Context: an optimization exercise on an open-source flow, tuned for small area. The choices shown serve that exercise and are no tape-out recipe.
Function was checked by simulation only, so behaviour that the tests miss may differ from the original.
Power and IR drop assume default switching activity.

==> module rv32_register_file, before the edit <==
module rv32_register_file #(
  parameter int unsigned DATA_W   = 32,
  parameter int unsigned ADDR_W   = 5,
  parameter int unsigned NUM_REGS = 32
) (
  input  logic              clk,
  input  logic              reset,
  input  logic              reg_file_wr_en,
  input  logic [ADDR_W-1:0] wr_addr,
  input  logic [DATA_W-1:0] data_in,
  input  logic [ADDR_W-1:0] rd_addr_1,
  input  logic [ADDR_W-1:0] rd_addr_2,
  output logic [DATA_W-1:0] rd_data_1,
  output logic [DATA_W-1:0] rd_data_2
);
  localparam int unsigned SEL_GRP  = 8;
  localparam int unsigned WEN_GRP  = 16;
  localparam int unsigned DATA_GRP = 32;
  logic [NUM_REGS-1:1][DATA_W-1:0] reg_file;
  logic [NUM_REGS-1:1][DATA_W-1:0] reg_next;
  logic [7:0] wr_hi;
  logic [3:0] wr_lo;
  always_comb begin
    for (int h = 0; h < 8; h++)
      wr_hi[h] = reset | (reg_file_wr_en && (wr_addr[4:2] == 3'(h)));
    for (int l = 0; l < 4; l++)
      wr_lo[l] = reset | (wr_addr[1:0] == 2'(l));
  end
  logic rst_n;
  assign rst_n = ~reset;
  logic [NUM_REGS-1:1][DATA_W/WEN_GRP-1:0] wr_n;
  logic [(NUM_REGS-1)/DATA_GRP:0][DATA_W-1:0] d_n;
  for (genvar i = 1; i < NUM_REGS; i++) begin : g_en
    for (genvar g = 0; g < DATA_W / WEN_GRP; g++) begin : g_grp
      rf_nand2 u_en (.a(wr_hi[i/4]), .b(wr_lo[i%4]), .y(wr_n[i][g]));
    end
  end
  for (genvar c = 0; c <= (NUM_REGS - 1) / DATA_GRP; c++) begin : g_d
    for (genvar b = 0; b < DATA_W; b++) begin : g_bit
      rf_nand2 u_d (.a(data_in[b]), .b(rst_n), .y(d_n[c][b]));
    end
  end
  for (genvar i = 1; i < NUM_REGS; i++) begin : g_reg
    for (genvar b = 0; b < DATA_W; b++) begin : g_bit
      rf_hold u_hold (.wr_n(wr_n[i][b/WEN_GRP]), .d_n(d_n[(i-1)/DATA_GRP][b]),
                      .q(reg_file[i][b]), .q_next(reg_next[i][b]));
    end
  end
  always_ff @(posedge clk) begin
    reg_file <= reg_next;
  end
  localparam int unsigned PRE_GRP = 16;
  logic [DATA_W/PRE_GRP-1:0][7:0] rd_hi_n_1, rd_hi_n_2;
  logic [DATA_W/PRE_GRP-1:0][3:0] rd_lo_n_1, rd_lo_n_2;
  for (genvar p = 0; p < DATA_W / PRE_GRP; p++) begin : g_pre
    rf_predec u_p1 (.a(rd_addr_1), .hi_n(rd_hi_n_1[p]), .lo_n(rd_lo_n_1[p]));
    rf_predec u_p2 (.a(rd_addr_2), .hi_n(rd_hi_n_2[p]), .lo_n(rd_lo_n_2[p]));
  end
  for (genvar g = 0; g < DATA_W / SEL_GRP; g++) begin : g_grp
    logic [NUM_REGS-1:1] sel_1, sel_2;
    for (genvar i = 1; i < NUM_REGS; i++) begin : g_sel
      rf_nor2 u_s1 (.a(rd_hi_n_1[g*SEL_GRP/PRE_GRP][i/4]),
                    .b(rd_lo_n_1[g*SEL_GRP/PRE_GRP][i%4]), .y(sel_1[i]));
      rf_nor2 u_s2 (.a(rd_hi_n_2[g*SEL_GRP/PRE_GRP][i/4]),
                    .b(rd_lo_n_2[g*SEL_GRP/PRE_GRP][i%4]), .y(sel_2[i]));
    end
    for (genvar b = g * SEL_GRP; b < (g + 1) * SEL_GRP; b++) begin : g_rd
      logic [NUM_REGS-1:1] col;
      for (genvar i = 1; i < NUM_REGS; i++) begin : g_col
        assign col[i] = reg_file[i][b];
      end
      rf_rdbit u_rd1 (.sel(sel_1), .d(col), .y(rd_data_1[b]));
      rf_rdbit u_rd2 (.sel(sel_2), .d(col), .y(rd_data_2[b]));
    end
  end
endmodule
export LEC_CHECK = 0
export CAP_MARGIN = 20
export CORE_MARGIN = 2
export CORE_UTILIZATION = 55
export GPL_TIMING_DRIVEN = 0
export SETUP_SLACK_MARGIN = 0.3
export SLEW_MARGIN = 20
export SYNTH_HIERARCHICAL = 1
create_clock -name core_clock -period 5.0 [get_ports {clk}]
standard.sh (not shown) runs the stock make flow with config.mk's settings and CLKGATE_MAP_FILE= SYNTH_SCRIPT=/design/flow/synth_recipe.tcl, a recipe that flattens the netlist after the stock synthesis.
==> flow/flow/run.sh <==
#!/bin/bash
# Layout flow: the standard ORFS flow (standard.sh, unchanged synthesis,
# floorplan, power grid and tap cells) with extra ORFS settings:
#  - every port is buffered: inputs with buf_2, outputs with buf_1 (flow/ports.tcl),
#    instead of the delay cells buffer_ports picks on its own;
#  - CTS clusters up to 16 flip-flops (within 100 um) per clkbuf_8 leaf buffer
#    and inserts no dummy loads.
# The whole make output goes to flow_make.log in the work folder; ORFS keeps
# each step's own log under orfs/logs/.
set -euo pipefail
bash standard.sh \
  "PRE_GLOBAL_PLACE_TCL=$PWD/flow/ports.tcl" \
  "BUFFER_PORTS_ARGS=-inputs -buffer_cell sky130_fd_sc_hd__buf_2" \
  "CTS_ARGS=-sink_clustering_enable -repair_clock_nets -dont_use_dummy_load -sink_clustering_size 16 -sink_clustering_max_diameter 100 -sink_clustering_buffer sky130_fd_sc_hd__clkbuf_8" \
  finish > flow_make.log 2>&1
==> flow/flow/ports.tcl <==
# Run before global placement (PRE_GLOBAL_PLACE_TCL): buffer every output
# port with a buf_1; the inputs get buf_2 buffers from the standard
# buffer_ports call that follows (BUFFER_PORTS_ARGS -inputs).
buffer_ports -outputs -buffer_cell sky130_fd_sc_hd__buf_1
==> next run, changes <==
--- a/flow/design.v
+++ b/flow/design.v
@@ -56,6 +56,5 @@
 );
   localparam int unsigned SEL_GRP  = 8;
-  localparam int unsigned WEN_GRP  = 16;
-  localparam int unsigned DATA_GRP = 32;
+  localparam int unsigned DATA_GRP = 16;
   logic [NUM_REGS-1:1][DATA_W-1:0] reg_file;
   logic [NUM_REGS-1:1][DATA_W-1:0] reg_next;
@@ -70,8 +69,8 @@
   logic rst_n;
   assign rst_n = ~reset;
-  logic [NUM_REGS-1:1][DATA_W/WEN_GRP-1:0] wr_n;
+  logic [NUM_REGS-1:1][DATA_W/SEL_GRP-1:0] wr_n;
   logic [(NUM_REGS-1)/DATA_GRP:0][DATA_W-1:0] d_n;
   for (genvar i = 1; i < NUM_REGS; i++) begin : g_en
-    for (genvar g = 0; g < DATA_W / WEN_GRP; g++) begin : g_grp
+    for (genvar g = 0; g < DATA_W / SEL_GRP; g++) begin : g_grp
       rf_nand2 u_en (.a(wr_hi[i/4]), .b(wr_lo[i%4]), .y(wr_n[i][g]));
     end
@@ -84,5 +83,5 @@
   for (genvar i = 1; i < NUM_REGS; i++) begin : g_reg
     for (genvar b = 0; b < DATA_W; b++) begin : g_bit
-      rf_hold u_hold (.wr_n(wr_n[i][b/WEN_GRP]), .d_n(d_n[(i-1)/DATA_GRP][b]),
+      rf_hold u_hold (.wr_n(wr_n[i][b/SEL_GRP]), .d_n(d_n[(i-1)/DATA_GRP][b]),
                       .q(reg_file[i][b]), .q_next(reg_next[i][b]));
     end
=> The changed run completed without violations. Die area increases by 0.91%. Final area went down by 1.1%. Count of clock-buffer cells in the layout is unchanged. Critical path depth fell by 1. Clock power stays flat. Worst setup slack is better by 110 ps.

port drivers added, routing unchanged:
The flow's constraints put no driver on any port. The routed layouts listed below were extracted and timed again, unchanged, in two steps.
Step 1 sets driving cells, clkbuf_16 on the clock port and buf_2 on the other inputs (assumed; they add their load-dependent delay and slew).
Step 2, shift: input delay + t, output delay - t, t = (earliest + latest rising clock arrival at the registers) / 2. This alone moves slack from input paths to output paths.
Three values: ideal, step 1, step 2; two values: the first two.
run	shift t [ns]	setup slack, ns	worst register clock-pin slew, ns
the first run	0.685	0.070 / 0.033 / 0.033	0.11 / 0.11
the second run	0.678	0.183 / 0.105 / 0.105	0.12 / 0.12
After both steps every run listed still meets setup and hold. For the second run, which loses most, drivers alone change the setup slack by -0.078 ns; drivers and shift together by -0.078 ns.
